What follows belongs to an exercise in optimizing a design on an open flow for small area, a short achievable clock period and few clock cycles per item; a production flow would make more cautious choices. Where RTL was checked, it was by simulation tests only, not by an equivalence proof against the original. No activity file was given, so power comes from the tool's default toggle rates.

==> flow/design.v (excerpt) <==
module edge_top (
  input  logic       clk,
  input  logic       rst_n,
  input  logic       edge_en,
  input  logic       in_valid,
  input  logic       in_sof,
  input  logic [7:0] in_r,
  input  logic [7:0] in_g,
  input  logic [7:0] in_b,
  output logic       in_ready,
  output logic       out_valid,
  output logic       out_sof,
  output logic [7:0] out_r,
  output logic [7:0] out_g,
  output logic [7:0] out_b,
  input  logic       out_ready
);
  localparam int cols = frame_pkg::frame_cols;
  localparam int rows = frame_pkg::frame_rows;
  localparam int npix = cols * rows;
  localparam int depth = 2 * cols + 1;
  localparam int lag = cols + 2;
  localparam int hd_last = npix + lag - 1;
  logic        ir_v;
  logic        ir_sof;
  logic        ir_edge;
  logic [23:0] ir_d;       
  logic        fmode;      
  logic [9:0]  hd;
  logic        f_zero, f_last, f_valid, f_sof, f_left, f_right;
  logic        f_top, f_ptop;
  localparam int ring = depth - 1;
  logic [7:0]        ch0;
  logic [8*ring-1:0] rg;
  logic [4:0]        rot;
  logic        cv;         
  logic        c_sof;
  logic        c_right;    
  logic        c_right_y;  
  logic [9:0]  pt;         
  logic [9:0]  d1, d2, d3;         
  logic signed [8:0]  v1, vp;      
  logic signed [10:0] gsum;        
  logic        g_v;
  logic        g_sof;
  ...
Size: ~750 flip-flops, about 57 I/O pins, ~22,000 sq um of cells after synthesis.
clock: 4.5 ns
lec_check: 0
cap_margin: 20
core_margin: 2
core_utilization: 60
cts_buf_list: sky130_fd_sc_hd__clkbuf_8
cts_cluster_size: 14
setup_slack_margin: 2.4
slew_margin: 20
run.sh (not shown) runs the stock make flow with config.mk's settings and CLKGATE_MAP_FILE= SYNTH_SCRIPT=/design/flow/synth_recipe.tcl, a recipe that flattens the netlist after the stock synthesis.
Testbench counts at the start, summed over its fixed seeds: cycles 34,199, pixels 32,768.
Then changed:
--- a/flow/design.v
+++ b/flow/design.v
@@ -64,21 +64,20 @@
   logic        ir_sof;
   logic        ir_edge;
   logic [23:0] ir_d;       
   logic        fmode;      
   logic [9:0]  hd;
   logic        f_zero, f_last, f_valid, f_sof, f_left, f_right;
-  logic        f_top, f_ptop;
+  logic        f_top, f_bot, f_ptop;
   localparam int ring = depth - 1;
   logic [7:0]        ch0;
   logic [8*ring-1:0] rg;
   logic [4:0]        rot;
   logic        cv;         
   logic        c_sof;
-  logic        c_right;    
-  logic        c_right_y;  
+  logic        c_right;
   logic [9:0]  pt;         
   logic [9:0]  d1, d2, d3;         
   logic signed [8:0]  v1, vp;      
   logic signed [10:0] gsum;        
   logic        g_v;
   logic        g_sof;
@@ -186,19 +185,21 @@
     if (!rst_n) begin
       f_valid <= 1'b0;
       f_sof   <= 1'b0;
       f_left  <= 1'b0;
       f_right <= 1'b0;
       f_top   <= 1'b0;
+      f_bot   <= 1'b0;
       f_ptop  <= 1'b0;
     end else if (sh) begin
       f_valid <= !f_last && (hd >= 10'(lag - 1));
       f_sof   <= !f_last && (hd == 10'(lag - 1));
       f_left  <= !f_last && (hd[4:0] == 5'((lag - 1) % cols));
       f_right <= f_last ? e_go : (hd[4:0] == 5'((lag - 2) % cols));
       f_top   <= f_ptop;
+      f_bot   <= !f_last && (hd >= 10'(npix + lag - 2 - cols)) && (hd < 10'(npix + lag - 2));
       f_ptop  <= !f_last && (hd >= 10'(lag - 3)) && (hd < 10'(lag - 3 + cols));
     end
   end
   always_ff @(posedge clk) begin
     if (in_ready_r) begin
       ir_sof  <= in_sof;
@@ -212,49 +213,44 @@
   logic [8:0] grey_sum;
   logic [7:0] bot;
   logic [7:0] top;
   logic [7:0] nmid;
   logic [7:0] ntop;
   logic [7:0] tz;
+  logic [7:0] bz;
   logic [7:0] ntz;
   assign grey_sum = {1'b0, ir_d[23:16]} + {1'b0, ir_d[15:8]};
   assign bot  = ch0;
   assign top  = rg[8*(2*cols-1) +: 8];
   assign nmid = rg[8*(cols-2) +: 8];
   assign ntop = rg[8*(2*cols-2) +: 8];
   assign tz   = f_top ? 8'h00 : top;
+  assign bz   = f_bot ? 8'h00 : bot;
   assign ntz  = f_ptop ? 8'h00 : ntop;
   always_ff @(posedge clk) begin
     rot <= sh ? 5'd0 : rot + 5'd1;
     rg  <= {rg[8*(2*cols-1)-1:8*cols], sh ? rg[8*(cols-1) +: 8] : rg[8*(2*cols-1) +: 8],
             rg[8*(cols-1)-1:0],        sh ? ch0 : rg[8*(cols-1) +: 8]};
     if (sh) begin
-      ch0     <= (hd[9] && !f_last) ? 8'h00 : grey_sum[8:1];
+      ch0     <= grey_sum[8:1];
       pt      <= {2'b00, ntz} + {1'b0, nmid, 1'b0};
-      d1      <= pt + {2'b00, bot};
+      d1      <= pt + {2'b00, bz};
       d2      <= d1;
       d3      <= f_left ? 10'd0 : d2;
-      v1      <= $signed({1'b0, bot}) - $signed({1'b0, tz});
+      v1      <= $signed({1'b0, bz}) - $signed({1'b0, tz});
       vp      <= f_right ? 9'sd0 : v1;
       gsum    <= 11'(vp) + (11'(v1) <<< 1);
       c_sof   <= f_sof;
       c_right <= f_right;
     end
   end
   always_ff @(posedge clk) begin
-    if (!rst_n) begin
-      c_right_y <= 1'b0;
-    end else if (sh) begin
-      c_right_y <= f_right;
-    end
-  end
-  always_ff @(posedge clk) begin
     if (adv) begin
       g_sof <= c_sof;
       gx    <= $signed({1'b0, c_right ? 10'd0 : d1}) - $signed({1'b0, d3});
-      gy    <= gsum + (c_right_y ? 11'sd0 : 11'(v1));
+      gy    <= gsum + (c_right ? 11'sd0 : 11'(v1));
     end
   end
   logic [9:0] ax;
   logic [9:0] ay;
   assign ax = gx[9:0] ^ {10{gx[10]}};
   assign ay = gy[9:0] ^ {10{gy[10]}};
The new run finished with timing, DRC and antenna clean.
Via count came out higher by 3.0%.
Die area is higher by 1.0%.
Cell area goes up by 2.0%.
Global-route usage goes up by 0.86 points.
Sequential power is about the same.
Count of clock-buffer cells in the layout went down by 11.
Combinational power came out higher by about 8%.
Power grows by 1.1%.
Setup slack gets worse by 30 ps.
Core utilization goes up by 0.93 points.
Routed wire length grows by 5.0%.
Critical path depth falls by 2.
Area after synthesis came out higher by 1.0%.
First-iteration DRC count climbs by 15%.
The RTL of the second run of this note was laid out without a check of its function.

what the ideal ports hide:
The results above use ideal ports. As a check the final layouts listed here were re-extracted and re-timed, cells and wires unchanged. Step 1 assumes that a clkbuf_16 drives the clock port and a buf_2 every other input. Step 2 moves the port delays by t, midway between the first and last clock arrival at a register: inputs arrive t later, outputs are due t later. That takes back most of the time a late clock gives input paths. Slacks: no drivers / after step 1 / after step 2; pairs: no drivers / after step 1.
| run | t, ns | setup slack, ns | worst slew at a driven data input, ns |
|---|---|---|---|
| the first run | 0.703 | 2.218 / 2.218 / 1.763 | 0.05 |
| the second run | 0.723 | 2.188 / 2.188 / 1.744 | 0.06 |
After both steps setup and hold are still met in every run listed. For the first run, which loses most, drivers alone change the setup slack by 0.000 ns; drivers and shift together by -0.455 ns.
